What follows belongs to an exercise in optimizing a design on an open flow for small area, a short achievable clock period and few clock cycles per item; a production flow would make more cautious choices. Where RTL was checked, it was by simulation tests only, not by an equivalence proof against the original. Only the layout flow was run in runs 6 to 8; the RTL was not checked for function there.

## flow/design.v (module list and top-level ports; edited modules follow where they fit)
// module mandel_engine: 237 lines
// module mandel_s1: 1492 lines
// module mandel_s2: 445 lines
module mandel_engine #(
  parameter int W       = 16,
  parameter int FRAC    = 12,
  parameter int ITER_W  = 16,
  parameter int COORD_W = 9
) (
  input  logic               clk,
  input  logic               rst,
  input  logic               cfg_start,
  input  logic [COORD_W-1:0] cfg_pix_w,
  input  logic [COORD_W-1:0] cfg_pix_h,
  input  logic [W-1:0]       cfg_cxs,
  input  logic [W-1:0]       cfg_cys,
  input  logic [W-1:0]       cfg_dcx,
  input  logic [W-1:0]       cfg_dcy,
  input  logic [ITER_W-1:0]  cfg_max_iter,
  input  logic               abort,
  output logic               busy,
  output logic               done,
  output logic               out_valid,
  input  logic               out_ready,
  output logic [COORD_W-1:0] out_x,
  output logic [COORD_W-1:0] out_y,
  output logic [ITER_W-1:0]  out_iter,
  output logic               out_inside
);
  // ...
==> flow/flow/run.sh <==
#!/bin/bash
set -euo pipefail
sed '1s/^proc synth {args} { yosys synth -nofsm -noshare {\*}\$args }$/proc synth {args} { yosys synth -nofsm -noshare -noabc {*}$args }/' synth_recipe.tcl > synth_noabc.tcl
grep -q -- '-noabc' synth_noabc.tcl
bash standard.sh SYNTH_SCRIPT="$PWD/synth_noabc.tcl" SETUP_SLACK_MARGIN=8.5 finish > flow_make.log 2>&1
==> flow/standard.sh <==
#!/bin/bash
# synth_recipe.tcl (not shown) runs the flow's synth.tcl, then flattens the netlist and writes it again
# the make line also repeats each setting of config.mk as NAME=value (left out here)
make -C /OpenROAD-flow-scripts/flow DESIGN_CONFIG=/design/flow/config.mk WORK_HOME=/design/flow/orfs CLKGATE_MAP_FILE= SYNTH_SCRIPT=/design/flow/synth_recipe.tcl "${@:-finish}"
==> flow/config.mk <==
export PLATFORM = sky130hd
export DESIGN_NAME = mandel_engine
export DESIGN_NICKNAME = mandel_engine
export VERILOG_FILES = /design/flow/design.v
export SDC_FILE = /design/flow/constraint.sdc
export NUM_CORES = 4
export LEC_CHECK = 0
export ABC_CLOCK_PERIOD_IN_PS = 5000
export CAP_MARGIN = 20
export CORE_MARGIN = 2
export CORE_UTILIZATION = 48
export SETUP_SLACK_MARGIN = 5
export SLEW_MARGIN = 20
export TNS_END_PERCENT = 0
==> flow/constraint.sdc <==
create_clock -name core_clock -period 12.0 [get_ports {clk}]
set_input_delay 2.4000 -clock core_clock [delete_from_list [all_inputs] [get_ports {clk}]]
set_output_delay 2.4000 -clock core_clock [all_outputs]
set_load 0.01 [all_outputs]
==> results.toml, run 1 <==
[timing]
setup_violations = 0
fin_skew_ns = 0.0287
slew_headroom_pct = 34.7
slew_viol_final = 0

[job]
maxCapViolCount = 0

[finish]
layout_common_cells = "374 x nor2_1, 361 x dfxtp_1, 330 x fa_1"
dominant_cells = "multi-input combinational cells"
multi_input_gates = 2103
multiInputGateArea_mm2 = 0.0194
largest_reg_flops = 157

[place]
place_inst = 3999
pre_cts_ws_ns = 7.41

[worst_setup_path]
crit_family = "flip-flops"
r2r_cells = 8
critPathKind = "flip-flop to primary output"
r2r-start = "x1[2]$_DFF_P_"
reg2reg_to = "p2[39]$_DFF_P_"

[clock_tree]
path_clk_slew_ns = 0.06
numCtsBuffers = 60
clock_latency_ns = 0.64

[floorplan]
dieArea_mm2 = 0.0714
die_y_um = 267

[synth]
synth_mux_area_share_pct = 3.42
synth_top_cell_by_area = "dfxtp_1"
synthCells = 3044
synth-xor-area-share_pct = 5.90
synthAdderAreaFrac_pct = 28.1
synth_warnings = 1
async_reset_ff_share_pct = 0
postSynthAreaPerCell_um2 = 10.9
ys_seq_elements = 554
yosys-top-cells-area = "dfxtp_1 23%, fa_1 20%, edfxtp_1 15%, ha_1 7.9%, nor2_1 4.3%"

[detailed_routing]
drt-met1-wl_mm = 35.8
via_per_inst = 5.45
avgRoutedWirePerCell_um = 20.1
route.detailed.drc = 0

[grt]
grt_max_degree = 79
grt_usage_pct = 24.0
grt_pass1_wl_mm = 134

[status]
outcome = "no timing/DRC/antenna violations"
Testbench counts, summed over its fixed seeds: cycles 48,565, pixels 3,072.
==> run 2, diff against run 1 <==
--- a/flow/config.mk
+++ b/flow/config.mk
@@ -10,3 +10,3 @@
 export CORE_MARGIN = 2
-export CORE_UTILIZATION = 48
+export CORE_UTILIZATION = 30
 export SETUP_SLACK_MARGIN = 5
==> run 2 against run 1 <==
- final area up 0.88%
- sequential share of layout area fell by 0.31 points
- critical path type unchanged
==> results.toml, run 2 <==
[floorplan]
core_mm2 = 0.110
placement_rows = 122
start_util_pct = 30.2
dieArea_mm2 = 0.113
die_y_um = 337
die_x_um = 337
ios = 141

[synth]
syn-num-nets = 3692
async_reset_ff_share_pct = 0
synth_seq_area_share_pct = 38.5
ys_seq_elements = 554
ys.flop_type = "dfxtp_1"
synthCells = 3044
synth_edf_count = 169
synth_top_area_share_pct = 23.2
yosysMostFrequentCell = "dfxtp_1"
postSynthAreaPerCell_um2 = 10.9
synth_warnings = 1
synth_common_cells = "385 x dfxtp_1, 377 x nor2_1, 334 x fa_1"
synth_area_mm2 = 0.0332
ys_types = 72
synth_top_cell_by_area = "dfxtp_1"
yosys-top-cells-area = "dfxtp_1 23%, fa_1 20%, edfxtp_1 15%, ha_1 7.9%, nor2_1 4.3%"

[worst_setup_path]
reg2reg_to = "x1[14]$_DFF_P_"
r2r-start = "p2[54]$_DFF_P_"
setup.worst_path.end_class = "primary output"
slowest_stage = "edfxtp_1"
r2r_cells = 12
reg2reg_slack_ns = 8.26
crit_path_max_fanout = 2
critPathLaunch = "out_x[8]$_SDFFCE_PP0P_"
arrival_ns = 1.41
worstPathCellList = "dlygate4sd2_1"
endpoint = "out_x[8]"
cp-start-kind = "flip-flop"
crit_path_max_incr_delay_ns = 0.44
crit_cells = 1
critPathKind = "flip-flop to primary output"
required_ns = 9.60
crit_family = "flip-flops"
path_buf_inv = 1

[place]
dpl.hpwl_mm = 60.5
gp_congestion = 0.846
place_area_mm2 = 0.0363
portBuffers = 140

[grt]
grt_usage_pct = 14.2
antenna_found_initial = 3
grt_pass1_vias = 22800
grt_max_degree = 67
grt_pass1_wl_mm = 127
overflow = 0

[detailed_routing]
drtIter0Drc = 1511
avgRoutedWirePerCell_um = 17.1
antenna_left = 0
via_per_inst = 4.72
drt_first_pass_iters = 6
route.detailed.drc = 0
finalWirelength_mm = 80.1
num_vias = 22100

[clock_tree]
cts_tree = "yes"
htree_levels = 2
cts_root_buffer = "clkbuf_16"
holdBufCountCts = 0
cts_buffer_depth = 3
path_clk_slew_ns = 0.06
cts.sinks = 554
numCtsBuffers = 56
clock_latency_ns = 0.66

[timing]
fin_skew_ns = 0.0491
slew_viol_final = 0
finalSetupTns_ns = 0
hold_viol = 0
fmax_mhz = 263
setup_violations = 0
worst_pin_slew_ns = 0.830
slew_headroom_pct = 44.7
timing.final.crit_share_pct = 31.7
rsz0062_at_grt = "yes"
post-route-min-period_ns = 3.81

[finish]
layout_common_cells = "373 x nor2_1, 369 x dfxtp_1, 330 x fa_1"
final_nets = 3798
layout_commonest_cell = "nor2_1"
largest-register = "p2"
largest_reg_flops = 157
design_area_mm2 = 0.0388
area_growth_pct = 16.7
drive_above_1_share_pct = 9.97

[min_path]
whs_path_depth = 0
hp-class = "flip-flop to flip-flop"

[job]
maxCapViolCount = 0

[status]
outcome = "no timing/DRC/antenna violations"
==> run 2: changes by cell type in the layout (fill, tap and decap cells not counted), sizes merged <==
cell,before,now
clkinvlp,11,5
bufinv,9,4
inv,230,229
clkbuf,76,83
clkinv,21,18
buf,67,62
==> run 2: through the flow <==
stage | hold WS, ns | utilization [%] | instances | setup slack [ns]
after CTS | 0.304 | 34.9 | 4679 | 8.13
final | 0.299 | 35.2 | 4687 | 8.19
after detailed placement | 0.312 | 32.9 | 4555 | 7.56
after global placement | 0.310 | 32.9 | 4555 | 7.61
after floorplan | 0.310 | - | 3044 | 8.45
after global routing | 0.307 | 35.2 | 4686 | 8.13
==> run 2: final cells by class <==
type                    count  area [µm²]
flip-flops and latches    554       12800
diodes                      1        2.50
inverters                 233         933
multi-input cells        2103       19300
clock buffers              83        1690
well taps                1488        1860
clock inverters            23         267
repair buffers            202        1880
fillers                 11100       71400
==> run 2: layer usage <==
| layer | track usage (%) | vias up | part of all wire (%) |
|---|---|---|---|
| li1 | - | 10500 | - |
| met1 | 17.8 | 10900 | 42 |
| met2 | 24.3 | 583 | 49 |
| met3 | 2.31 | 144 | 4.9 |
| met4 | 5.66 | 6 | 3.9 |
| met5 | 0 | - | 0.046 |
==> run 2: what timing repair did <==
| action | 4_1_cts | 5_1_grt |
|---|---|---|
| setup buffers | 18 | 7 |
| pin swaps | 8 | 6 |
| gates resized for setup | 75 | 59 |
| setup endpoints to repair | 178 | 170 |
==> run 2: worst min path at each step <==
stage / start / end / slack (ns)
after floorplan: hin1$_DFF_P_ / hin2$_DFF_P_ / 0.31
after global placement: sy2[6]$_DFF_P_ / sy1[6]$_DFF_P_ / 0.31
after detailed placement: sy2[9]$_DFF_P_ / sy1[9]$_DFF_P_ / 0.31
after CTS: sx2[5]$_DFF_P_ / sx1[5]$_DFF_P_ / 0.30
after global routing: sx2[3]$_DFF_P_ / sx1[3]$_DFF_P_ / 0.31
final: sx2[5]$_DFF_P_ / sx1[5]$_DFF_P_ / 0.30
==> run 2: kinds of logic after synthesis <==
family	Yosys count	synth area share, %
compound gates	454	9.45
buf+inv	387	4.40
xor+xnor	224	5.90
flops	554	38.5
mux	104	3.42
fa+ha+maj	545	28.1
simple gates	776	10.3
==> run 3, diff against run 2 <==
--- a/flow/config.mk
+++ b/flow/config.mk
@@ -10,3 +10,4 @@
 export CORE_MARGIN = 2
-export CORE_UTILIZATION = 30
+export CORE_UTILIZATION = 40
+export CTS_BUF_LIST = sky130_fd_sc_hd__clkbuf_4 sky130_fd_sc_hd__clkbuf_8
 export SETUP_SLACK_MARGIN = 5
==> run 3 against run 2 <==
- final area decreased by 0.50%
- critical path depth increased by 10
- setup slack got worse by 0.042 ns
- core utilization increased by 12 points
- non-clock buffer count increased by 15
- count of clock-buffer cells in the layout increased by 64
- fmax decreased by 1.1%
==> results.toml, run 3 <==
[detailed_routing]
num_vias = 22600
via_per_inst = 5.19
drtIter0Drc = 1455
finalWirelength_mm = 81.8
drt_first_pass_iters = 5
route.detailed.drc = 0
antenna_left = 0
avgRoutedWirePerCell_um = 18.8

[worst_setup_path]
reg2reg_slack_ns = 8.15
required_ns = 12.63
critPathLaunch = "p2[61]$_DFF_P_"
r2r-start = "p2[61]$_DFF_P_"
cp-start-kind = "flip-flop"
critPathKind = "flip-flop to flip-flop"
cpMostUsedCell = "fa_1"
crit_path_max_incr_delay_ns = 0.54
endpoint = "x1[14]$_DFF_P_"
setup.worst_path.end_class = "flip-flop"
worstPathCellList = "inv_2 > fa_1 > fa_1 > ha_4 > a2111o_1 > a2111oi_4 > o21a_2 > o31ai_4 > a221o_1 > or4b_1 > nand3_1"
crit_path_max_fanout = 4
arrival_ns = 4.48
slowest_stage = "fa_1"
reg2reg_to = "x1[14]$_DFF_P_"
r2r_cells = 11

[synth]
synth_top_cell_by_area = "dfxtp_1"
synth_top_area_share_pct = 23.2
ys_seq_elements = 554
ys.flop_type = "dfxtp_1"
async_reset_ff_share_pct = 0
synth_common_cells = "385 x dfxtp_1, 377 x nor2_1, 334 x fa_1"
synth_edf_count = 169
synth_area_mm2 = 0.0332
ys_types = 72
synth_warnings = 1
postSynthAreaPerCell_um2 = 10.9
synthCells = 3044
yosys-top-cells-area = "dfxtp_1 23%, fa_1 20%, edfxtp_1 15%, ha_1 7.9%, nor2_1 4.3%"
synth_seq_area_share_pct = 38.5
yosysMostFrequentCell = "dfxtp_1"
syn-num-nets = 3692

[timing]
slew_viol_final = 0
fmax_mhz = 260
timing.final.crit_share_pct = 32.1
rsz0062_at_grt = "yes"
timing.hold.ws_ns = 0.304
post-route-min-period_ns = 3.85
setup_violations = 0
slew_headroom_pct = 46.0
fin_skew_ns = 0.0565
hold_viol = 0
worst_pin_slew_ns = 0.810
finalSetupTns_ns = 0

[finish]
layout_commonest_cell = "nor2_1"
largest_reg_flops = 157
layoutNonFillerInstCount = 4358
drive_above_1_share_pct = 12.8
area_growth_pct = 16.1
largest-register = "p2"
final_nets = 3852
layout_common_cells = "373 x nor2_1, 367 x dfxtp_1, 331 x fa_1"

[place]
portBuffers = 140
gp_congestion = 0.867
place_inst = 4137
dpl.hpwl_mm = 59.5

[floorplan]
start_util_pct = 40.5
die_y_um = 292
die_x_um = 292
ios = 141
dieArea_mm2 = 0.0854
core_mm2 = 0.0821
placement_rows = 105

[clock_tree]
cts_root_buffer = "clkbuf_8"
cts_tree = "yes"
clock_latency_ns = 0.72
cts_buffer_depth = 3
path_clk_slew_ns = 0.06
htree_levels = 3
holdBufCountCts = 0
numCtsBuffers = 95
cts.sinks = 554

[min_path]
hp-class = "flip-flop to flip-flop"

[grt]
grt_pass1_wl_mm = 130
grt_usage_pct = 19.3
antenna_found_initial = 9
grt_pass1_vias = 23500
grt_max_degree = 68
overflow = 0

[job]
maxCapViolCount = 0

[status]
outcome = "no timing/DRC/antenna violations"
[run 3: worst min-delay path by stage]
| stage | from | end | slack (ns) | cells after the start |
|---|---|---|---|---|
| floorplan | hin1$_DFF_P_ | hin2$_DFF_P_ | 0.31 | 0 |
| global placement | sx2[13]$_DFF_P_ | sx1[13]$_DFF_P_ | 0.31 | 0 |
| detailed placement | hin1$_DFF_P_ | hin2$_DFF_P_ | 0.31 | 0 |
| CTS | sy2[11]$_DFF_P_ | sy1[11]$_DFF_P_ | 0.31 | 0 |
| global route | sy2[11]$_DFF_P_ | sy1[11]$_DFF_P_ | 0.32 | 0 |
| finish | sy2[11]$_DFF_P_ | sy1[11]$_DFF_P_ | 0.30 | 0 |
[run 3: metal layers]
layer | vias up | GRT usage (%) | share of wire, %
li1 | 10700 | - | -
met1 | 11100 | 25.0 | 44
met2 | 647 | 31.9 | 48
met3 | 145 | 3.87 | 5.9
met4 | 16 | 7.12 | 2.9
met5 | - | 0 | 0.14
[run 3: repair_timing]
item,in CTS,in global routing
setup buffers,24,16
pin swaps,6,6
resized for setup,101,45
endpoints found under the setup margin,183,181
[run 3: layout make-up]
cell class,count,area (µm²)
Fill cell,7500,43500
Multi-Input combinational cell,2103,19300
Sequential cell,554,12800
Timing Repair Buffer,217,2010
Clock buffer,147,1870
Tap cell,1070,1340
Inverter,233,930
Clock inverter,32,282
Antenna cell,2,5.00
[run 3: through the flow]
| step | setup slack (ns) | cell area, µm² | utilization, % |
|---|---|---|---|
| after floorplan | 8.45 | 33400 | - |
| after global placement | 7.41 | 35800 | 43.6 |
| after detailed placement | 7.46 | 35800 | 43.6 |
| after CTS | 8.12 | 38200 | 46.6 |
| after global routing | 8.07 | 38600 | 47.0 |
| final | 8.15 | 38600 | 47.0 |
[run 3: kinds of logic (layout without fill, tap and decap cells)]
kind of cell	after synthesis	count (layout)	share of synthesized area [%]
simple gates	776	776	10.3
other cells	0	2	0
flops	554	554	38.5
buf+inv	387	629	4.40
mux	104	104	3.42
xor+xnor	224	224	5.90
fa+ha+maj	545	545	28.1
compound gates	454	454	9.45
[run 3: worst max-delay path, delay by kind of cell (launching register included)]
| family | cells | cell delay [ns] |
|---|---|---|
| AO/OA/AOI/OAI | 5 | 1.61 |
| adder cells (fa/ha/maj) | 3 | 1.23 |
| flip-flops | 1 | 0.33 |
| buffers and inverters | 1 | 0.05 |
| AND/OR/NAND/NOR | 2 | 0.57 |
==> run 4, diff against run 3 <==
--- a/flow/config.mk
+++ b/flow/config.mk
@@ -11,3 +11,2 @@
 export CORE_UTILIZATION = 40
-export CTS_BUF_LIST = sky130_fd_sc_hd__clkbuf_4 sky130_fd_sc_hd__clkbuf_8
 export SETUP_SLACK_MARGIN = 5
==> run 4 against run 3 <==
- synthesized cell count stayed put
- core utilization hardly changed
- critical path depth is 10 lower
- via count is 1.4% lower
- die area stayed put
- still clean on timing, DRC and antenna
- wire length is 1.0% lower
- fmax is 0.92% higher
- critical endpoint is now out_y[7]
==> results.toml, run 4 <==
[timing]
fin_skew_ns = 0.0290
finalSetupTns_ns = 0
worst_pin_slew_ns = 0.806
post-route-min-period_ns = 3.81
timing.final.crit_share_pct = 31.8
fmax_mhz = 262
slew_viol_final = 0
rsz0062_at_grt = "yes"
hold_viol = 0
slew_headroom_pct = 46.2
setup_violations = 0

[synth]
synth_warnings = 1
ys_types = 72
synth_seq_area_share_pct = 38.5
synth_edf_count = 169
synthCells = 3044
ys_seq_elements = 554
syn-num-nets = 3692
synth_top_area_share_pct = 23.2
async_reset_ff_share_pct = 0
yosys-top-cells-area = "dfxtp_1 23%, fa_1 20%, edfxtp_1 15%, ha_1 7.9%, nor2_1 4.3%"
synth_area_mm2 = 0.0332
postSynthAreaPerCell_um2 = 10.9
synth_common_cells = "385 x dfxtp_1, 377 x nor2_1, 334 x fa_1"
yosysMostFrequentCell = "dfxtp_1"
ys.flop_type = "dfxtp_1"
synth_top_cell_by_area = "dfxtp_1"

[finish]
layout_common_cells = "373 x nor2_1, 363 x dfxtp_1, 330 x fa_1"
final_nets = 3822
largest_reg_flops = 157
design_area_mm2 = 0.0386
diodes = 0
area_growth_pct = 16.1
layout_commonest_cell = "nor2_1"
fin_util_pct = 47.0
multiInputGateArea_mm2 = 0.0194
seq_area_mm2 = 0.0128
drive_above_1_share_pct = 11.2
fillCellCount = 7503
largest-register = "p2"

[clock_tree]
cts_root_buffer = "clkbuf_16"
cts_buffer_depth = 3
path_clk_slew_ns = 0.06
cts.sinks = 554
numCtsBuffers = 58
holdBufCountCts = 0
htree_levels = 2
clock_latency_ns = 0.64
cts_tree = "yes"

[floorplan]
dieArea_mm2 = 0.0854
ios = 141
die_x_um = 292
placement_rows = 105
start_util_pct = 40.5
core_mm2 = 0.0821
die_y_um = 292

[worst_setup_path]
arrival_ns = 1.41
cp-start-kind = "flip-flop"
crit_path_max_incr_delay_ns = 0.45
critPathKind = "flip-flop to primary output"
path_buf_inv = 1
setup.worst_path.end_class = "primary output"
crit_family = "flip-flops"
worstPathCellList = "dlygate4sd2_1"
required_ns = 9.60
crit_path_max_fanout = 3
slowest_stage = "edfxtp_1"

[place]
place_area_mm2 = 0.0358
gp_congestion = 0.867
portBuffers = 140
dpl.hpwl_mm = 59.5

[grt]
antenna_found_initial = 8
grt_pass1_vias = 23000
overflow = 0
grt_max_degree = 68
grt_usage_pct = 19.1
grt_pass1_wl_mm = 129

[job]
maxCapViolCount = 0

[detailed_routing]
finalWirelength_mm = 81.0
route.detailed.drc = 0
antenna_left = 0
drtIter0Drc = 1373
drt_first_pass_iters = 5
avgRoutedWirePerCell_um = 18.9
num_vias = 22300
via_per_inst = 5.20

[min_path]
hp-class = "flip-flop to flip-flop"

[status]
outcome = "no timing/DRC/antenna violations"
## run 4: cell count changes in the layout (fill, tap and decap cells not counted), sizes merged
cell and delta:
diode -2, clkinvlp +2, bufinv +3, clkbuf -60
clkinv -13, buf +7, inv -4, clkdlybuf4s15 -14
dlygate4sd2 +14
## run 4: layout make-up
class / count / area share [%]
well taps: 1070 / 3.47
clock buffers: 87 / 4.50
flip-flops and latches: 554 / 33.2
clock inverters: 20 / 0.727
repair buffers: 224 / 5.32
multi-input cells: 2103 / 50.3
inverters: 233 / 2.42
## run 4: stage by stage
step | hold WS [ns] | setup WS [ns] | cells
3_3_place_gp | 0.310 | 7.41 | 4136
5_1_grt | 0.328 | 8.12 | 4291
4_1_cts | 0.326 | 8.15 | 4269
3_5_place_dp | 0.312 | 7.46 | 4137
2_1_floorplan | 0.310 | 8.45 | 3044
6_report | 0.324 | 8.19 | 4291
## run 4: path summary, 6_finish.rpt
path,start,to,slack [ns],cells after the start
max,out_y[7]$_SDFFCE_PP0P_,out_y[7],8.19,1
max reg2reg,p2[35]$_DFF_P_,x1[14]$_DFF_P_,8.22,10
min,sy2[12]$_DFF_P_,sy1[12]$_DFF_P_,0.32,0
min reg2reg,sy2[12]$_DFF_P_,sy1[12]$_DFF_P_,0.32,0
## run 4: routing by layer
metal,part of all wire [%],global-route usage [%],wire length (µm),vias to the layer above
met5,0.14,0,115,-
met4,2.5,5.04,2030,16
met3,5.6,3.53,4530,126
met2,48,32.2,39000,624
met1,44,25.3,35300,10900
li1,-,-,-,10600
## run 4: what timing repair did
action,4_1_cts,5_1_grt
gates resized for setup,96,59
setup endpoints to repair,185,181
pin swaps,14,9
setup buffers,25,22
endpoints found under the hold margin,0,0
## run 4: cells by family (layout without fill, tap and decap cells)
kind of cell	count (synthesis)	in the layout	share of synthesized area, %
adders and majority gates	545	545	28.1
DFF	554	554	38.5
buffers and inverters	387	564	4.40
and+or+nand+nor	776	776	10.3
muxes	104	104	3.42
xor gates and xnor gates	224	224	5.90
AOI/OAI and AO/OA	454	454	9.45
==> run 5, diff against run 4 <==
--- a/flow/config.mk
+++ b/flow/config.mk
@@ -11,2 +11,3 @@
 export CORE_UTILIZATION = 40
+export CTS_BUF_LIST = sky130_fd_sc_hd__clkbuf_8
 export SETUP_SLACK_MARGIN = 5
==> run 5 against run 4 <==
- synthesized cell count is the same
- non-clock buffer count fell by 7
- clock skew increased by 0.026 ns
- setup slack got worse by 0.019 ns
- largest cell class unchanged
==> results.toml, run 5 <==
[status]
outcome = "no timing/DRC/antenna violations"

[finish]
largest-register = "p2"
layout_commonest_cell = "nor2_1"
multiInputGateArea_mm2 = 0.0193
layout_common_cells = "373 x nor2_1, 367 x dfxtp_1, 331 x fa_1"
layoutNonFillerInstCount = 4358
fillCellCount = 7512
final_nets = 3852
largest_reg_flops = 157
seq_area_mm2 = 0.0128
drive_above_1_share_pct = 12.0
area_growth_pct = 15.8

[timing]
worst_slack_ns = 8.17
timing.final.crit_share_pct = 31.9
worst_pin_slew_ns = 0.806
post-route-min-period_ns = 3.83
fin_skew_ns = 0.0546
hold_viol = 0
slew_headroom_pct = 46.3
fmax_mhz = 261
slew_viol_final = 0
timing.hold.ws_ns = 0.308
setup_violations = 0
rsz0062_at_grt = "yes"
finalSetupTns_ns = 0

[synth]
synth_seq_area_share_pct = 38.5
synth_top_cell_by_area = "dfxtp_1"
synth_common_cells = "385 x dfxtp_1, 377 x nor2_1, 334 x fa_1"
postSynthAreaPerCell_um2 = 10.9
ys.flop_type = "dfxtp_1"
async_reset_ff_share_pct = 0
synth_area_mm2 = 0.0332
ys_types = 72
ys_seq_elements = 554
syn-num-nets = 3692
yosysMostFrequentCell = "dfxtp_1"
synthCells = 3044
yosys-top-cells-area = "dfxtp_1 23%, fa_1 20%, edfxtp_1 15%, ha_1 7.9%, nor2_1 4.3%"
synth_top_area_share_pct = 23.2
synth_warnings = 1
synth_edf_count = 169

[floorplan]
core_mm2 = 0.0821
dieArea_mm2 = 0.0854
ios = 141
die_y_um = 292
die_x_um = 292
placement_rows = 105
start_util_pct = 40.5

[clock_tree]
clock_latency_ns = 0.72
path_clk_slew_ns = 0.06
cts_buffer_depth = 3
numCtsBuffers = 95
cts.sinks = 554
cts_root_buffer = "clkbuf_8"
cts_tree = "yes"
holdBufCountCts = 0
htree_levels = 3

[grt]
grt_usage_pct = 19.3
grt_pass1_vias = 23500
antenna_found_initial = 9
overflow = 0
grt_max_degree = 68
grt_pass1_wl_mm = 130

[place]
place_inst = 4137
dpl.hpwl_mm = 59.5
portBuffers = 140
pre_cts_ws_ns = 7.46
gp_congestion = 0.867

[detailed_routing]
avgRoutedWirePerCell_um = 18.8
drtIter0Drc = 1448
route.detailed.drc = 0
via_per_inst = 5.18
antenna_left = 0
finalWirelength_mm = 81.8
num_vias = 22600
drt_first_pass_iters = 6

[worst_setup_path]
crit_path_max_fanout = 4
critPathLaunch = "p2[61]$_DFF_P_"
arrival_ns = 4.46
crit_path_max_incr_delay_ns = 0.54
setup.worst_path.end_class = "flip-flop"
required_ns = 12.63
worstPathCellList = "inv_2 > fa_1 > fa_1 > ha_4 > a2111o_1 > a2111oi_4 > o21a_2 > o31ai_4 > a221o_1 > or4b_1 > nand3_1"
cpMostUsedCell = "fa_1"
cp-start-kind = "flip-flop"
reg2reg_to = "x1[14]$_DFF_P_"
slowest_stage = "fa_1"
endpoint = "x1[14]$_DFF_P_"
reg2reg_slack_ns = 8.17
critPathKind = "flip-flop to flip-flop"
r2r_cells = 11
r2r-start = "p2[61]$_DFF_P_"

[job]
maxCapViolCount = 0

[min_path]
hp-class = "flip-flop to flip-flop"
## run 5: worst min path at each step
stage	startpoint	end	slack (ns)	cells past startpoint
2_1_floorplan	hin1$_DFF_P_	hin2$_DFF_P_	0.31	0
3_3_place_gp	sx2[13]$_DFF_P_	sx1[13]$_DFF_P_	0.31	0
3_5_place_dp	hin1$_DFF_P_	hin2$_DFF_P_	0.31	0
4_1_cts	sy2[11]$_DFF_P_	sy1[11]$_DFF_P_	0.31	0
5_1_grt	sy2[11]$_DFF_P_	sy1[11]$_DFF_P_	0.32	0
6_report	sy2[11]$_DFF_P_	sy1[11]$_DFF_P_	0.31	0
## run 5: critical path, delay by kind of cell, from the launching register on
kind	cells	cell delay [ns]
AOI/OAI and AO/OA	5	1.59
adders and majority gates	3	1.23
and+or+nand+nor	2	0.57
DFF	1	0.33
buffers and inverters	1	0.05
## run 5: area by class of cell
cell class,count,area share (%)
Tap cell,1070,3.48
Antenna cell,2,0.0130
Clock inverter,57,0.975
Sequential cell,554,33.3
Timing Repair Buffer,217,5.22
Multi-Input combinational cell,2103,50.2
Inverter,233,2.41
Clock buffer,122,4.36
## run 5: metrics by stage
stage	utilization [%]	cell area, µm²
floorplan	-	33400
global placement	43.6	35800
detailed placement	43.6	35800
CTS	46.5	38200
global route	46.9	38500
finish	46.9	38500
## run 5: repair_timing
item	in CTS	in global routing
resized for setup	101	46
setup buffers	24	16
endpoints found under the setup margin	183	182
pin swaps	6	6
## run 5: logic make-up after synthesis
kind of cell	after synthesis	share of synthesized area, %
simple gates	776	10.3
buf+inv	387	4.40
compound gates	454	9.45
xor+xnor	224	5.90
fa+ha+maj	545	28.1
mux	104	3.42
flops	554	38.5
## run 5: routing by layer
layer	track usage [%]	wire length (µm)
met5	0	115
met4	7.07	2300
met3	3.91	4990
met2	31.9	39000
met1	25.0	35400
==> module mandel_engine, before the edit <==
module mandel_engine #(
  parameter int W       = 16,
  parameter int FRAC    = 12,
  parameter int ITER_W  = 16,
  parameter int COORD_W = 9
) (
  input  logic               clk,
  input  logic               rst,
  input  logic               cfg_start,
  input  logic [COORD_W-1:0] cfg_pix_w,
  input  logic [COORD_W-1:0] cfg_pix_h,
  input  logic [W-1:0]       cfg_cxs,
  input  logic [W-1:0]       cfg_cys,
  input  logic [W-1:0]       cfg_dcx,
  input  logic [W-1:0]       cfg_dcy,
  input  logic [ITER_W-1:0]  cfg_max_iter,
  input  logic               abort,
  output logic               busy,
  output logic               done,
  output logic               out_valid,
  input  logic               out_ready,
  output logic [COORD_W-1:0] out_x,
  output logic [COORD_W-1:0] out_y,
  output logic [ITER_W-1:0]  out_iter,
  output logic               out_inside
);
  localparam int PW = 158;
  logic [COORD_W-1:0]  wm1, hm1, ax, ay;    
  logic signed [W-1:0] cxs, dcx, dcy, acx, acy;
  logic [ITER_W-1:0]   max_iter;
  logic                comp;
  logic [1:0]          aseq, oseq;
  logic                ofirst;
  logic                rb_v, rb_inside;
  logic [1:0]          rb_tag;
  logic [ITER_W-1:0]   rb_iter;
  logic signed [W-1:0] x1, y1, cx1, cy1;
  logic [13:0]         sx1, sy1;
  logic [ITER_W-1:0]   i1;
  logic                act1, hold1, fr1, er1, hin1, lr1;
  logic [1:0]          tg1;
  logic [PW-1:0]       p2;
  logic signed [W-1:0] cx2, cy2;
  logic [13:0]         sx2, sy2;
  logic [ITER_W-1:0]   i2;
  logic                act2, hold2, er2, hin2, lr2, lim2, cyc2, es2;
  logic [1:0]          tg2;
  logic [PW-1:0]       p1;
  logic                bigx, bigy, mi_zero, at_lim, cyc, es1;
  logic [4:0]          hx, hy, hthr;
  logic [ITER_W-1:0]   i1p;
  logic                sure, inc, now;
  logic                esc_mag, esc_now, fin, use_i, res_in, can_out, rb_go, to_out, to_rb;
  logic                delivered, take, row_end, last_pix, capture, done_cond;
  logic signed [W-1:0] xn, yn;
  logic [ITER_W-1:0]   res_iter;
  mandel_s1 u_s1 (.x(x1[13:0]), .y(y1[13:0]), .cx(cx1), .cy(cy1), .p(p1));
  mandel_s2 u_s2 (.p(p2), .esc_mag(esc_mag), .xn(xn), .yn(yn));
  always_comb begin
    mi_zero = (max_iter == '0);
    bigx = !((x1[15:13] == 3'b000) || (x1[15:13] == 3'b111 && x1[12:0] != '0));
    bigy = !((y1[15:13] == 3'b000) || (y1[15:13] == 3'b111 && y1[12:0] != '0));
    i1p = i1 + ITER_W'(1);
    at_lim = (i1p == max_iter);
    cyc = !fr1 && ({x1[13:0], y1[13:0]} == {sx1, sy1});
    hx = x1[12:8] ^ {5{x1[13]}};
    hy = y1[12:8] ^ {5{y1[13]}};
    case (hx)
      5'd0: hthr = 5'd0;
      5'd1: hthr = 5'd0;
      5'd2: hthr = 5'd0;
      5'd3: hthr = 5'd0;
      5'd4: hthr = 5'd0;
      5'd5: hthr = 5'd0;
      5'd6: hthr = 5'd0;
      5'd7: hthr = 5'd0;
      5'd8: hthr = 5'd31;
      5'd9: hthr = 5'd31;
      5'd10: hthr = 5'd31;
      5'd11: hthr = 5'd31;
      5'd12: hthr = 5'd30;
      5'd13: hthr = 5'd30;
      5'd14: hthr = 5'd29;
      5'd15: hthr = 5'd29;
      5'd16: hthr = 5'd28;
      5'd17: hthr = 5'd28;
      5'd18: hthr = 5'd27;
      5'd19: hthr = 5'd26;
      5'd20: hthr = 5'd25;
      5'd21: hthr = 5'd25;
      5'd22: hthr = 5'd24;
      5'd23: hthr = 5'd23;
      5'd24: hthr = 5'd22;
      5'd25: hthr = 5'd20;
      5'd26: hthr = 5'd19;
      5'd27: hthr = 5'd18;
      5'd28: hthr = 5'd16;
      5'd29: hthr = 5'd14;
      5'd30: hthr = 5'd12;
      5'd31: hthr = 5'd8;
      default: hthr = 5'd0;
    endcase
    es1 = bigx || bigy || (hthr != 5'd0 && hy >= hthr);
    esc_now = (es2 || esc_mag) && !mi_zero;
    sure = es2 && !mi_zero;
    now = sure || cyc2 || mi_zero;
    fin = act2 && (hold2 || er2 || lr2 || now);
    inc = !hold2 && !er2 && !lr2 && sure;
    use_i = er2 || inc;
    res_in = hold2 ? hin2 : !(er2 || (!lr2 && sure));
    res_iter = use_i ? i2 : max_iter;
    can_out = !out_valid;
    rb_go = rb_v && (rb_tag == oseq) && can_out;
    to_out = fin && (tg2 == oseq) && can_out;
    to_rb = fin && !to_out && (!rb_v || rb_go);
    delivered = to_out || to_rb;
    take = comp && (!act2 || delivered);
    row_end = (ax == wm1);
    last_pix = row_end && (ay == hm1);
    capture = rb_go || to_out;
    done_cond = !comp && !act1 && !act2 && !rb_v && (!out_valid || out_ready);
  end
  always_ff @(posedge clk) begin
    p2    <= p1;
    i2    <= er1 ? i1 : i1p;
    cx2   <= cx1;
    cy2   <= cy1;
    tg2   <= tg1;
    hold2 <= hold1;
    er2   <= er1;
    hin2  <= hin1;
    lim2  <= at_lim;
    cyc2  <= cyc;
    lr2   <= lr1;
    es2   <= es1;
    act2  <= busy && act1;
    if (i1[1:0] == 2'b00) begin
      sx2 <= x1[13:0];
      sy2 <= y1[13:0];
    end else begin
      sx2 <= sx1;
      sy2 <= sy1;
    end
    sx1 <= sx2;
    sy1 <= sy2;
    x1    <= take ? acx : xn;
    y1    <= take ? acy : yn;
    cx1   <= take ? acx : cx2;
    cy1   <= take ? acy : cy2;
    i1    <= take ? '0 : i2;
    tg1   <= take ? aseq : tg2;
    act1  <= busy && (take || (act2 && !delivered));
    hold1 <= !take && fin;
    fr1   <= take;
    er1   <= !take && (fin ? use_i : esc_now);
    lr1   <= !take && !fin && lim2;
    hin1  <= res_in;
  end
  always_ff @(posedge clk) begin
    if (rst) begin
      busy      <= 1'b0;
      done      <= 1'b0;
      out_valid <= 1'b0;
    end else begin
      done <= 1'b0;
      if (busy && abort) begin
        busy      <= 1'b0;
        out_valid <= 1'b0;
      end else if (!busy) begin
        if (cfg_start && !done) busy <= 1'b1;
      end else begin
        if (capture) out_valid <= 1'b1;
        else if (out_ready) out_valid <= 1'b0;
        if (done_cond) begin
          busy <= 1'b0;
          done <= 1'b1;
        end
      end
    end
  end
  always_ff @(posedge clk) begin
    if (!busy) begin
      wm1      <= cfg_pix_w - COORD_W'(1);
      hm1      <= cfg_pix_h - COORD_W'(1);
      cxs      <= cfg_cxs;
      dcx      <= cfg_dcx;
      dcy      <= cfg_dcy;
      max_iter <= cfg_max_iter;
      ax       <= '0;
      ay       <= '0;
      acx      <= cfg_cxs;
      acy      <= cfg_cys;
      comp     <= (cfg_pix_w != '0) && (cfg_pix_h != '0);
      aseq     <= '0;
      oseq     <= '0;
      ofirst   <= 1'b1;
      rb_v     <= 1'b0;
    end else begin
      if (take) begin
        aseq <= aseq + 2'd1;
        if (last_pix) comp <= 1'b0;
        if (row_end) begin
          ax  <= '0;
          ay  <= ay + COORD_W'(1);
          acx <= cxs;
          acy <= acy + dcy;
        end else begin
          ax  <= ax + COORD_W'(1);
          acx <= acx + dcx;
        end
      end
      if (to_rb) begin
        rb_v      <= 1'b1;
        rb_tag    <= tg2;
        rb_iter   <= res_iter;
        rb_inside <= res_in;
      end else if (rb_go) begin
        rb_v <= 1'b0;
      end
      if (capture) begin
        oseq       <= oseq + 2'd1;
        out_iter   <= rb_go ? rb_iter : res_iter;
        out_inside <= rb_go ? rb_inside : res_in;
        ofirst     <= 1'b0;
        if (ofirst) begin
          out_x <= '0;
          out_y <= '0;
        end else if (out_x == wm1) begin
          out_x <= '0;
          out_y <= out_y + COORD_W'(1);
        end else begin
          out_x <= out_x + COORD_W'(1);
        end
      end
    end
  end
endmodule
==> run 6, diff against run 5 <==
--- a/flow/design.v
+++ b/flow/design.v
@@ -45,7 +45,7 @@
   logic [ITER_W-1:0]   i2;
-  logic                act2, hold2, er2, hin2, lr2, lim2, cyc2, es2;
+  logic                act2, hold2, er2, hin2, lr2, lim2, cyc2, es2, ns2;
   logic [1:0]          tg2;
   logic [PW-1:0]       p1;
-  logic                bigx, bigy, mi_zero, at_lim, cyc, es1;
-  logic [4:0]          hx, hy, hthr;
+  logic                bigx, bigy, mi_zero, at_lim, cyc, es1, ns1;
+  logic [4:0]          hx, hy, hthr, hmax;
   logic [ITER_W-1:0]   i1p;
@@ -102,6 +102,42 @@
     endcase
+    case (hx)
+      5'd0: hmax = 5'd30;
+      5'd1: hmax = 5'd30;
+      5'd2: hmax = 5'd30;
+      5'd3: hmax = 5'd30;
+      5'd4: hmax = 5'd30;
+      5'd5: hmax = 5'd30;
+      5'd6: hmax = 5'd30;
+      5'd7: hmax = 5'd29;
+      5'd8: hmax = 5'd29;
+      5'd9: hmax = 5'd29;
+      5'd10: hmax = 5'd29;
+      5'd11: hmax = 5'd28;
+      5'd12: hmax = 5'd28;
+      5'd13: hmax = 5'd27;
+      5'd14: hmax = 5'd27;
+      5'd15: hmax = 5'd26;
+      5'd16: hmax = 5'd26;
+      5'd17: hmax = 5'd25;
+      5'd18: hmax = 5'd24;
+      5'd19: hmax = 5'd23;
+      5'd20: hmax = 5'd23;
+      5'd21: hmax = 5'd22;
+      5'd22: hmax = 5'd21;
+      5'd23: hmax = 5'd20;
+      5'd24: hmax = 5'd18;
+      5'd25: hmax = 5'd17;
+      5'd26: hmax = 5'd16;
+      5'd27: hmax = 5'd14;
+      5'd28: hmax = 5'd12;
+      5'd29: hmax = 5'd10;
+      5'd30: hmax = 5'd6;
+      5'd31: hmax = 5'd31;
+      default: hmax = 5'd31;
+    endcase
     es1 = bigx || bigy || (hthr != 5'd0 && hy >= hthr);
+    ns1 = !bigx && !bigy && (hmax != 5'd31) && (hy <= hmax);
     esc_now = (es2 || esc_mag) && !mi_zero;
     sure = es2 && !mi_zero;
-    now = sure || cyc2 || mi_zero;
+    now = sure || cyc2 || mi_zero || (lim2 && ns2);
     fin = act2 && (hold2 || er2 || lr2 || now);
@@ -135,2 +171,3 @@
     es2   <= es1;
+    ns2   <= ns1;
     act2  <= busy && act1;
--- a/flow/config.mk
+++ b/flow/config.mk
@@ -11,3 +11,2 @@
 export CORE_UTILIZATION = 40
-export CTS_BUF_LIST = sky130_fd_sc_hd__clkbuf_8
 export SETUP_SLACK_MARGIN = 5
==> run 6 against run 5 <==
- non-clock buffer count decreased by 11
- final area decreased by 0.71%
- highest routed layer unchanged
- clock skew rose by 0.0046 ns
- synthesized cell count decreased by 0.16%
==> results.toml, run 6 <==
[worst_setup_path]
r2r-start = "y1[7]$_DFF_P_"
endpoint = "p2[148]$_DFF_P_"
critPathKind = "flip-flop to flip-flop"
reg2reg_to = "p2[148]$_DFF_P_"
required_ns = 12.55
crit_cells = 10
critPathLaunch = "y1[7]$_DFF_P_"
crit_family = "adder cells"
slowest_stage = "fa_1"
arrival_ns = 4.43
worstPathCellList = "buf_4 > xor2_1 > and2_1 > a221oi_2 > fa_1 > fa_1 > fa_1 > inv_1 > fa_1 > inv_1"
cpMostUsedCell = "fa_1"
crit_path_max_incr_delay_ns = 0.56
path_buf_inv = 3
crit_path_max_fanout = 25
reg2reg_slack_ns = 8.12
r2r_cells = 10
cp-start-kind = "flip-flop"
setup.worst_path.end_class = "flip-flop"

[status]
outcome = "no timing/DRC/antenna violations"

[finish]
diodes = 0
seq_area_mm2 = 0.0128
drive_above_1_share_pct = 10.4
final_nets = 3808
layout_common_cells = "383 x nor2_1, 364 x dfxtp_1, 331 x fa_1"
largest_reg_flops = 157
fin_util_pct = 46.5
fillCellCount = 7671
layout_commonest_cell = "nor2_1"
multiInputGateArea_mm2 = 0.0193
largest-register = "p2"
area_growth_pct = 14.9

[floorplan]
core_mm2 = 0.0822
placement_rows = 105
start_util_pct = 40.5
ios = 141
dieArea_mm2 = 0.0855
die_y_um = 292
die_x_um = 292

[synth]
ys_seq_elements = 555
postSynthAreaPerCell_um2 = 11.0
synth_edf_count = 169
syn-num-nets = 3692
yosysMostFrequentCell = "dfxtp_1"
synth_seq_area_share_pct = 38.5
synth_area_mm2 = 0.0333
async_reset_ff_share_pct = 0
synth_common_cells = "386 x dfxtp_1, 385 x nor2_1, 334 x fa_1"
synthCells = 3039
synth_warnings = 1
ys.flop_type = "dfxtp_1"
synth_top_cell_by_area = "dfxtp_1"
ys_types = 79
yosys-top-cells-area = "dfxtp_1 23%, fa_1 20%, edfxtp_1 15%, ha_1 8.1%, nor2_1 4.3%"
synth_top_area_share_pct = 23.2

[timing]
fmax_mhz = 258
slew_headroom_pct = 36.9
setup_violations = 0
finalSetupTns_ns = 0
hold_viol = 0
rsz0062_at_grt = "yes"
fin_skew_ns = 0.0593
worst_pin_slew_ns = 0.923
timing.final.crit_share_pct = 32.4
post-route-min-period_ns = 3.88
slew_viol_final = 0

[grt]
grt_usage_pct = 18.6
overflow = 0
antenna_found_initial = 2
grt_max_degree = 73
grt_pass1_wl_mm = 126
grt_pass1_vias = 22400

[place]
gp_congestion = 0.875
portBuffers = 140
dpl.hpwl_mm = 58.1

[clock_tree]
cts.sinks = 555
clock_latency_ns = 0.67
path_clk_slew_ns = 0.07
cts_buffer_depth = 3
holdBufCountCts = 0
htree_levels = 2
numCtsBuffers = 61
cts_root_buffer = "clkbuf_16"
cts_tree = "yes"

[detailed_routing]
avgRoutedWirePerCell_um = 18.4
met2_length_mm = 37.8
drtIter0Drc = 1376
finalWirelength_mm = 78.8
dr_wl_met3_mm = 4.34
route.detailed.drc = 0
via_per_inst = 5.12
antenna_left = 0
num_vias = 21900
drt-met1-wl_mm = 34.5
top_layer = "met5"
drt_first_pass_iters = 6

[min_path]
hp-class = "flip-flop to flip-flop"

[job]
maxCapViolCount = 0
## run 6: what timing repair did
item | in CTS | in global routing
endpoints found under the setup margin | 161 | 205
setup buffers | 22 | 9
gates resized for setup | 85 | 28
pin swaps | 12 | 11
## run 6: kinds of logic after synthesis
family          after synthesis  share of synthesized area (%)
compound gates              430                           9.09
xor+xnor                    228                           6.00
fa+ha+maj                   550                           28.2
buf+inv                     390                           4.41
flops                       555                           38.5
mux                         106                           3.48
simple gates                780                           10.3
## run 6: metrics by stage
step / cell area [µm²] / std cells / worst slack, ns / hold WS [ns]
global placement: 35800 / 4131 / 7.57 / 0.310
detailed placement: 35800 / 4131 / 7.55 / 0.312
CTS: 38000 / 4267 / 8.11 / 0.326
global route: 38200 / 4276 / 7.95 / 0.330
floorplan: 33400 / 3039 / 8.42 / 0.310
finish: 38200 / 4276 / 8.12 / 0.322
## run 6: worst reg2reg max path: cells and delay by family (launching register included)
kind,cells,cell delay (ns)
AO/OA/AOI/OAI,1,0.15
XOR/XNOR,1,0.25
adder cells (fa/ha/maj),4,2.14
buffers and inverters,3,0.39
flip-flops,1,0.31
AND/OR/NAND/NOR,1,0.54
## run 6: metal layers
| metal | up-vias | global-route usage, % |
|---|---|---|
| met5 | - | 0 |
| met4 | 4 | 4.92 |
| met3 | 128 | 3.13 |
| met2 | 597 | 31.1 |
| met1 | 10700 | 25.1 |
| li1 | 10500 | - |
## run 6: area by class of cell
| type | instances | area share (%) |
|---|---|---|
| tap | 1070 | 3.50 |
| multi-input combinational | 2094 | 50.5 |
| sequential | 555 | 33.6 |
| inverter | 237 | 2.39 |
| clock buffer | 88 | 4.44 |
| clock inverter | 26 | 0.668 |
| timing repair buffer | 206 | 4.93 |
## run 6: how the worst min path moves through the flow
stage / start / to / slack [ns] / cells past startpoint
2_1_floorplan: hin1$_DFF_P_ / hin2$_DFF_P_ / 0.31 / 0
3_5_place_dp: sx2[8]$_DFF_P_ / sx1[8]$_DFF_P_ / 0.31 / 0
3_3_place_gp: sx2[11]$_DFF_P_ / sx1[11]$_DFF_P_ / 0.31 / 0
6_report: sx2[4]$_DFF_P_ / sx1[4]$_DFF_P_ / 0.32 / 0
4_1_cts: sx2[4]$_DFF_P_ / sx1[4]$_DFF_P_ / 0.33 / 0
5_1_grt: sy2[5]$_DFF_P_ / sy1[5]$_DFF_P_ / 0.33 / 0
==> run 7, diff against run 6 <==
--- a/flow/config.mk
+++ b/flow/config.mk
@@ -13,2 +13,2 @@
 export SLEW_MARGIN = 20
-export TNS_END_PERCENT = 0
+export TNS_END_PERCENT = 10
==> run 7 against run 6 <==
- largest cell class unchanged
- flip-flop and latch count is the same
- setup slack improved by 0.081 ns
- still clean on timing, DRC and antenna
- critical path depth decreased by 9
- wire length is 5.3% higher
- core utilization is 1.7 points higher
==> results.toml, run 7 <==
[synth]
synth_top_area_share_pct = 23.2
synth_seq_area_share_pct = 38.5
postSynthAreaPerCell_um2 = 11.0
async_reset_ff_share_pct = 0
yosys-top-cells-area = "dfxtp_1 23%, fa_1 20%, edfxtp_1 15%, ha_1 8.1%, nor2_1 4.3%"
ys.flop_type = "dfxtp_1"
syn-num-nets = 3692
ys_seq_elements = 555
ys_types = 79
synth_common_cells = "386 x dfxtp_1, 385 x nor2_1, 334 x fa_1"
synth_top_cell_by_area = "dfxtp_1"
synthCells = 3039
synth_edf_count = 169
synth_area_mm2 = 0.0333
synth_warnings = 1
yosysMostFrequentCell = "dfxtp_1"

[timing]
setup_violations = 0
finalSetupTns_ns = 0
slew_headroom_pct = 34.4
worst_pin_slew_ns = 0.984
timing.hold.ws_ns = 0.324
fin_skew_ns = 0.0642
worst_slack_ns = 8.20
post-route-min-period_ns = 3.80
hold_viol = 0
fmax_mhz = 263
rsz0062_at_grt = "yes"
timing.final.crit_share_pct = 31.7
slew_viol_final = 0

[detailed_routing]
route.detailed.drc = 0
avgRoutedWirePerCell_um = 19.2
drt_first_pass_iters = 5
via_per_inst = 5.23
finalWirelength_mm = 83.0
num_vias = 22700
antenna_left = 0
drtIter0Drc = 1460

[worst_setup_path]
slowest_stage = "edfxtp_1"
arrival_ns = 1.40
path_buf_inv = 1
required_ns = 9.60
crit_path_max_fanout = 1
cp-start-kind = "flip-flop"
crit_path_max_incr_delay_ns = 0.42
crit_family = "flip-flops"
crit_cells = 1
critPathKind = "flip-flop to primary output"
r2r_cells = 13
worstPathCellList = "dlygate4sd2_1"
setup.worst_path.end_class = "primary output"

[floorplan]
ios = 141
die_y_um = 292
placement_rows = 105
dieArea_mm2 = 0.0855
start_util_pct = 40.5
core_mm2 = 0.0822
die_x_um = 292

[finish]
layout_common_cells = "376 x nor2_1, 341 x dfxtp_1, 329 x fa_1"
layout_commonest_cell = "nor2_1"
fin_util_pct = 48.2
largest_reg_flops = 157
drive_above_1_share_pct = 14.9
final_nets = 3866
largest-register = "p2"
area_growth_pct = 19.2

[place]
gp_congestion = 0.859
pre_cts_ws_ns = 7.50
portBuffers = 140
dpl.hpwl_mm = 59.2

[status]
outcome = "no timing/DRC/antenna violations"

[grt]
overflow = 0
grt_max_degree = 80
grt_pass1_wl_mm = 131
antenna_found_initial = 6
grt_pass1_vias = 23300
grt_usage_pct = 19.5

[clock_tree]
cts_buffer_depth = 3
htree_levels = 2
path_clk_slew_ns = 0.06
cts_root_buffer = "clkbuf_16"
clock_latency_ns = 0.67
numCtsBuffers = 61
cts.sinks = 555
cts_tree = "yes"
holdBufCountCts = 0

[min_path]
hp-class = "flip-flop to flip-flop"
whs_path_depth = 0

[job]
maxCapViolCount = 0
run 7: worst reg2reg max path, cell delays in order, from the launching register on:
cell and delay (ns):
dfxtp_1 0.43, fa_1 0.44, fa_1 0.55, ha_4 0.22
a21oi_2 0.15, o21ai_2 0.09, o311ai_4 0.44, nor3_4 0.08
a2111oi_4 0.36, o21ai_4 0.15, a211oi_4 0.37, o21bai_1 0.14
xnor2_1 0.16, o21ai_1 0.06
run 7: layout make-up:
class | count | area [µm²]
tap | 1070 | 1340
inverter | 237 | 935
timing repair buffer | 264 | 2660
fill | 7534 | 42600
clock buffer | 81 | 1690
clock inverter | 30 | 403
antenna | 1 | 2.50
multi-input combinational | 2094 | 19700
sequential | 555 | 12900
run 7: layer usage:
metal	GRT usage (%)	vias to the layer above	wire length [µm]
met5	0	-	68
met4	6.02	10	2420
met3	3.92	169	4900
met2	32.4	631	39800
met1	25.6	11300	35800
li1	-	10600	-
run 7: cells by family after synthesis:
| kind of cell | after synthesis | share of synthesized area (%) |
|---|---|---|
| compound gates | 430 | 9.09 |
| buf+inv | 390 | 4.41 |
| fa+ha+maj | 550 | 28.2 |
| flops | 555 | 38.5 |
| simple gates | 780 | 10.3 |
| mux | 106 | 3.48 |
| xor+xnor | 228 | 6.00 |
run 7: repair_timing:
item	CTS	global route
endpoints found under the setup margin	164	174
cloned	6	1
resized for setup	181	120
buffers inserted	49	31
pin swaps	16	40
run 7: through the flow:
step,area (µm²),cells
6_report,39700,4332
5_1_grt,39700,4332
4_1_cts,39000,4299
3_5_place_dp,35800,4133
3_3_place_gp,35800,4133
2_1_floorplan,33400,3039
run 7: worst paths after layout:
kind         slack, ns        endpoint                  from
max               8.20      out_inside  out_inside$_DFFE_PP_
min               0.32  sy1[6]$_DFF_P_        sy2[6]$_DFF_P_
max reg2reg       8.26  x1[14]$_DFF_P_         p2[7]$_DFF_P_
min reg2reg       0.32  sy1[6]$_DFF_P_        sy2[6]$_DFF_P_
==> run 8, diff against run 7 <==
--- a/flow/config.mk
+++ b/flow/config.mk
@@ -13,2 +13,2 @@
 export SLEW_MARGIN = 20
-export TNS_END_PERCENT = 10
+export TNS_END_PERCENT = 3
==> run 8 against run 7 <==
- clock skew fell by 0.033 ns
- core utilization about the same
- synthesized cell count did not move
- synthesized area unchanged
- global-route usage down 0.43 points
- flip-flop and latch count is the same
- die area stayed put
- non-clock buffer count is 4 lower
- critical path type unchanged
- largest cell class unchanged
==> results.toml, run 8 <==
[status]
outcome = "no timing/DRC/antenna violations"

[synth]
synth_top_area_share_pct = 23.2
synth_seq_area_share_pct = 38.5
yosys-top-cells-area = "dfxtp_1 23%, fa_1 20%, edfxtp_1 15%, ha_1 8.1%, nor2_1 4.3%"
yosysMostFrequentCell = "dfxtp_1"
synth_warnings = 1
syn-num-nets = 3692
synth_edf_count = 169
synth_common_cells = "386 x dfxtp_1, 385 x nor2_1, 334 x fa_1"
ys.flop_type = "dfxtp_1"
ys_types = 79
synth_area_mm2 = 0.0333
synthCells = 3039
ys_seq_elements = 555
async_reset_ff_share_pct = 0
synth_top_cell_by_area = "dfxtp_1"
postSynthAreaPerCell_um2 = 11.0

[detailed_routing]
drtIter0Drc = 1637
antenna_left = 0
via_per_inst = 5.21
route.detailed.drc = 0
drt_first_pass_iters = 5
avgRoutedWirePerCell_um = 19.0
finalWirelength_mm = 82.6
num_vias = 22600

[finish]
largest-register = "p2"
drive_above_1_share_pct = 14.1
final_nets = 3869
layout_common_cells = "379 x nor2_1, 347 x dfxtp_1, 329 x fa_1"
area_growth_pct = 19.1
layout_commonest_cell = "nor2_1"
seq_area_mm2 = 0.0129
layoutNonFillerInstCount = 4337
largest_reg_flops = 157
fillCellCount = 7558
design_area_mm2 = 0.0396
multiInputGateArea_mm2 = 0.0196
diodes = 0

[worst_setup_path]
r2r-start = "y1[3]$_DFF_P_"
required_ns = 9.60
crit_path_max_incr_delay_ns = 0.44
crit_family = "flip-flops"
critPathKind = "flip-flop to primary output"
crit_path_max_fanout = 2
path_buf_inv = 1
arrival_ns = 1.38
worstPathCellList = "dlygate4sd2_1"
slowest_stage = "edfxtp_1"
critPathLaunch = "out_x[4]$_SDFFCE_PP0P_"
cp-start-kind = "flip-flop"
setup.worst_path.end_class = "primary output"

[timing]
slew_headroom_pct = 27.9
finalSetupTns_ns = 0
timing.final.crit_share_pct = 31.5
setup_violations = 0
fmax_mhz = 265
timing.hold.ws_ns = 0.314
fin_skew_ns = 0.0309
slew_viol_final = 0
hold_viol = 0
rsz0062_at_grt = "yes"
post-route-min-period_ns = 3.78
worst_pin_slew_ns = 1.07

[clock_tree]
cts.sinks = 555
cts_tree = "yes"
clock_latency_ns = 0.62
cts_root_buffer = "clkbuf_16"
path_clk_slew_ns = 0.06
htree_levels = 3
cts_buffer_depth = 3
numCtsBuffers = 66
holdBufCountCts = 0

[min_path]
hold_start = "sy2[10]$_DFF_P_"
hp-class = "flip-flop to flip-flop"

[floorplan]
die_x_um = 292
dieArea_mm2 = 0.0855
ios = 141
placement_rows = 105
start_util_pct = 40.5
core_mm2 = 0.0822
die_y_um = 292

[grt]
antenna_found_initial = 3
grt_pass1_wl_mm = 129
grt_usage_pct = 19.1
overflow = 0
grt_pass1_vias = 23200
grt_max_degree = 72

[place]
gp_congestion = 0.872
portBuffers = 140
place_inst = 4133
dpl.hpwl_mm = 58.4
place_area_mm2 = 0.0358

[job]
maxCapViolCount = 0
## run 8: cells by family (layout without fill, tap and decap cells)
| family | count (synthesis) | after routing | synth area share (%) |
|---|---|---|---|
| adders and majority gates | 550 | 550 | 28.2 |
| AOI/OAI and AO/OA | 430 | 430 | 9.09 |
| muxes | 106 | 106 | 3.48 |
| and+or+nand+nor | 780 | 781 | 10.3 |
| buffers and inverters | 390 | 617 | 4.41 |
| DFF | 555 | 555 | 38.5 |
| xor gates and xnor gates | 228 | 228 | 6.00 |
## run 8: what timing repair did
action | in CTS | in global routing
resized for setup | 103 | 128
endpoints found under the setup margin | 147 | 168
cloned | 0 | 9
setup buffers | 23 | 53
pin swaps | 9 | 23
## run 8: routing by layer
layer	up-vias	GRT usage (%)	wire [µm]
li1	10600	-	-
met1	11100	25.2	35200
met2	745	31.4	39200
met3	164	3.38	5450
met4	6	6.95	2640
met5	-	0	44
## run 8: metrics by stage
stage               setup WS (ns)  util [%]
floorplan                    8.42         -
global placement             7.41      43.5
detailed placement           7.37      43.5
CTS                          8.10      46.9
global route                 8.13      48.2
finish                       8.22      48.2
## run 8: layout make-up
class	instances	share of cell area, %
clock buffer	86	4.69
multi-input combinational	2095	49.4
inverter	237	2.35
sequential	555	32.5
clock inverter	33	1.27
timing repair inverter	1	0.0126
timing repair buffer	260	6.35
tap	1070	3.38
## run 8: path summary, 6_finish.rpt
check	end	slack (ns)	cells past startpoint
max	out_x[4]	8.22	1
min	sy1[10]$_DFF_P_	0.31	0
max reg2reg	p2[148]$_DFF_P_	8.25	12
min reg2reg	sy1[10]$_DFF_P_	0.31	0
==> run 9, diff against run 8 <==
--- a/flow/design.v
+++ b/flow/design.v
@@ -173,3 +173,3 @@
     act2  <= busy && act1;
-    if (i1[1:0] == 2'b00) begin
+    if (i1[1:0] == 2'b00 && (i1[2] == 1'b0 || i1[ITER_W-1:5] == '0)) begin
       sx2 <= x1[13:0];
--- a/flow/config.mk
+++ b/flow/config.mk
@@ -13,2 +13,2 @@
 export SLEW_MARGIN = 20
-export TNS_END_PERCENT = 3
+export TNS_END_PERCENT = 0
==> run 9 against run 8 <==
- still clean
- first-iteration DRC count up 0.98%
- hold slack better by 0.0082 ns
- final area down 2.4%
- critical path depth up 8
- global-route usage down 0.16 points
- register-to-register slack better by 0.03 ns
- setup slack better by 0.062 ns
- non-clock buffer count down 47
- wire length down 3.6%
- core utilization down 1.1 points
- largest cell class unchanged
==> results.toml, run 9 <==
[synth]
synth_warnings = 1
synthCells = 3080
postSynthAreaPerCell_um2 = 10.8
synth_seq_area_share_pct = 38.5
synth_edf_count = 169
ys_seq_elements = 555
ys.flop_type = "dfxtp_1"
synth_common_cells = "388 x nor2_1, 386 x dfxtp_1, 334 x fa_1"
synth_area_mm2 = 0.0332
ys_types = 70
yosysMostFrequentCell = "nor2_1"
synth_top_area_share_pct = 23.3
async_reset_ff_share_pct = 0
synth_top_cell_by_area = "dfxtp_1"
syn-num-nets = 3733
yosys-top-cells-area = "dfxtp_1 23%, fa_1 20%, edfxtp_1 15%, ha_1 8.1%, nor2_1 4.4%"

[worst_setup_path]
crit_path_max_fanout = 23
cp-start-kind = "flip-flop"
cpMostUsedCell = "fa_1"
slowest_stage = "fa_1"
arrival_ns = 4.22
critPathKind = "flip-flop to flip-flop"
r2r-start = "x1[3]$_DFF_P_"
reg2reg_slack_ns = 8.28
reg2reg_to = "p2[40]$_DFF_P_"
worstPathCellList = "buf_4 > clkinvlp_4 > buf_4 > ha_4 > nor2_1 > fa_1 > fa_1 > fa_1 > fa_1"
crit_path_max_incr_delay_ns = 0.52
setup.worst_path.end_class = "flip-flop"
r2r_cells = 9
required_ns = 12.50

[timing]
rsz0062_at_grt = "yes"
timing.hold.ws_ns = 0.322
finalSetupTns_ns = 0
worst_pin_slew_ns = 1.04
fin_skew_ns = 0.0170
fmax_mhz = 269
post-route-min-period_ns = 3.72
setup_violations = 0
slew_viol_final = 0
slew_headroom_pct = 31.0
timing.final.crit_share_pct = 31.0
hold_viol = 0

[clock_tree]
cts_buffer_depth = 3
cts_tree = "yes"
holdBufCountCts = 0
cts.sinks = 555
clock_latency_ns = 0.64
cts_root_buffer = "clkbuf_16"
htree_levels = 2
path_clk_slew_ns = 0.06
numCtsBuffers = 60

[floorplan]
die_y_um = 292
ios = 141
core_mm2 = 0.0821
dieArea_mm2 = 0.0854
die_x_um = 292
placement_rows = 105
start_util_pct = 40.5

[job]
maxCapViolCount = 0

[detailed_routing]
via_per_inst = 5.18
num_vias = 22400
finalWirelength_mm = 79.6
drtIter0Drc = 1653
avgRoutedWirePerCell_um = 18.4
route.detailed.drc = 0
antenna_left = 0
drt_first_pass_iters = 5

[finish]
layout_commonest_cell = "nor2_1"
layoutNonFillerInstCount = 4327
diodes = 0
largest-register = "p2"
layout_common_cells = "386 x nor2_1, 360 x dfxtp_1, 331 x fa_1"
design_area_mm2 = 0.0387
final_nets = 3858
drive_above_1_share_pct = 11.5
largest_reg_flops = 157
area_growth_pct = 16.5

[grt]
grt_usage_pct = 18.9
grt_pass1_vias = 22800
grt_max_degree = 70
overflow = 0
antenna_found_initial = 3
grt_pass1_wl_mm = 128

[min_path]
whs_path_depth = 0
holdPathEnd = "sy1[1]$_DFF_P_"
hp-class = "flip-flop to flip-flop"
hold_start = "sy2[1]$_DFF_P_"

[place]
portBuffers = 140
place_area_mm2 = 0.0357
dpl.hpwl_mm = 57.5
gp_congestion = 0.859
place_inst = 4172

[status]
outcome = "no timing/DRC/antenna violations"
-- run 9: cell count changes after synthesis, moves of 7 or more --
cell and change:
a21oi_1 -9, and3_1 +11, buf_1 -10, clkbuf_1 +7, clkinv_1 +7, mux2_2 -31, nand2_1 +26, nand4_1 -11
o2111ai_1 +7, o211ai_1 +8, o21ai_0 +38, xor2_1 -7
-- run 9: cell type report --
class / instances / area (µm²)
Clock inverter: 35 / 403
Sequential cell: 555 / 12900
Fill cell: 7404 / 43400
Timing Repair Buffer: 213 / 1940
Clock buffer: 79 / 1780
Inverter: 240 / 958
Multi-Input combinational cell: 2135 / 19400
Tap cell: 1070 / 1340
-- run 9: through the flow --
stage | utilization (%) | setup slack, ns
floorplan | - | 8.40
global placement | 43.5 | 7.37
detailed placement | 43.5 | 7.33
CTS | 46.9 | 8.29
global route | 47.1 | 8.18
finish | 47.1 | 8.28
-- run 9: critical path, delay by kind of cell, from the launching register on --
| kind | cells | cell delay (ns) |
|---|---|---|
| and+or+nand+nor | 1 | 0.09 |
| adders and majority gates | 5 | 2.40 |
| DFF | 1 | 0.31 |
| buffers and inverters | 3 | 0.80 |
-- run 9: how the worst max path moves through the flow --
stage / from / endpoint / depth (start not counted)
after floorplan: x1[8]$_DFF_P_ / p2[37]$_DFF_P_ / 9
after global placement: y1[5]$_DFF_P_ / p2[148]$_DFF_P_ / 10
after detailed placement: y1[5]$_DFF_P_ / p2[148]$_DFF_P_ / 10
after CTS: out_y[6]$_SDFFCE_PP0P_ / out_y[6] / 1
after global routing: y1[7]$_DFF_P_ / p2[148]$_DFF_P_ / 12
final: x1[3]$_DFF_P_ / p2[40]$_DFF_P_ / 9
-- run 9: what timing repair did --
item / in CTS / in global routing
gates cloned: 1 / 0
setup buffers: 33 / 7
endpoints found under the setup margin: 188 / 121
pin swaps: 14 / 7
gates resized for setup: 239 / 36
endpoints found under the hold margin: 0 / 0
-- run 9: cell families (layout without fill, tap and decap cells) --
kind of cell,count (synthesis),after routing,share of synthesized area (%)
AOI/OAI and AO/OA,478,478,9.86
xor gates and xnor gates,221,221,5.82
DFF,555,555,38.5
buffers and inverters,391,567,4.43
and+or+nand+nor,810,811,10.7
muxes,75,75,2.43
adders and majority gates,550,550,28.3
-- run 9: routing by layer --
layer	global-route usage, %	vias up	share of wire [%]
met2	31.3	582	48
met3	3.15	102	5.5
met4	4.39	6	2.1
li1	-	10700	-
met1	25.9	11100	45
met5	0	-	0.049
Testbench counts of run 9, summed over its fixed seeds: cycles 47,661, pixels 3,072.

[re-timing with driven ports]
No port has a modelled driver above. Below, the same layouts with a new extraction and two added sets of constraints.
Step 1 assumes that a clkbuf_16 drives the clock port and a buf_2 every other input.
Step 2 also shifts input and output timing later by t, the mid clock arrival at the registers, as if the neighbouring blocks saw the same clock.
a / b / c = ideal ports / drivers / drivers and shift; a / b = the first two.
| run | t (ns) | setup slack, ns | worst data-port slew with drivers (ns) |
|---|---|---|---|
| run 1 | 0.684 | 8.217 / 8.155 / 7.729 | 0.09 |
| run 2 | 0.701 | 8.192 / 8.127 / 7.754 | 0.08 |
| run 3 | 0.751 | 8.150 / 8.122 / 7.726 | 0.12 |
| run 4 | 0.686 | 8.185 / 8.124 / 7.749 | 0.12 |
| run 5 | 0.751 | 8.166 / 8.122 / 7.730 | 0.12 |
| run 6 | 0.697 | 8.118 / 8.112 / 7.794 | 0.09 |
| run 7 | 0.698 | 8.198 / 8.138 / 7.883 | 0.09 |
| run 8 | 0.671 | 8.222 / 8.156 / 7.803 | 0.09 |
| run 9 | 0.694 | 8.284 / 8.269 / 7.843 | 0.09 |
After both steps every run listed still meets setup and hold. The setup slack of run 1, which loses most, moves by -0.062 ns with the drivers and by -0.488 ns with both steps.
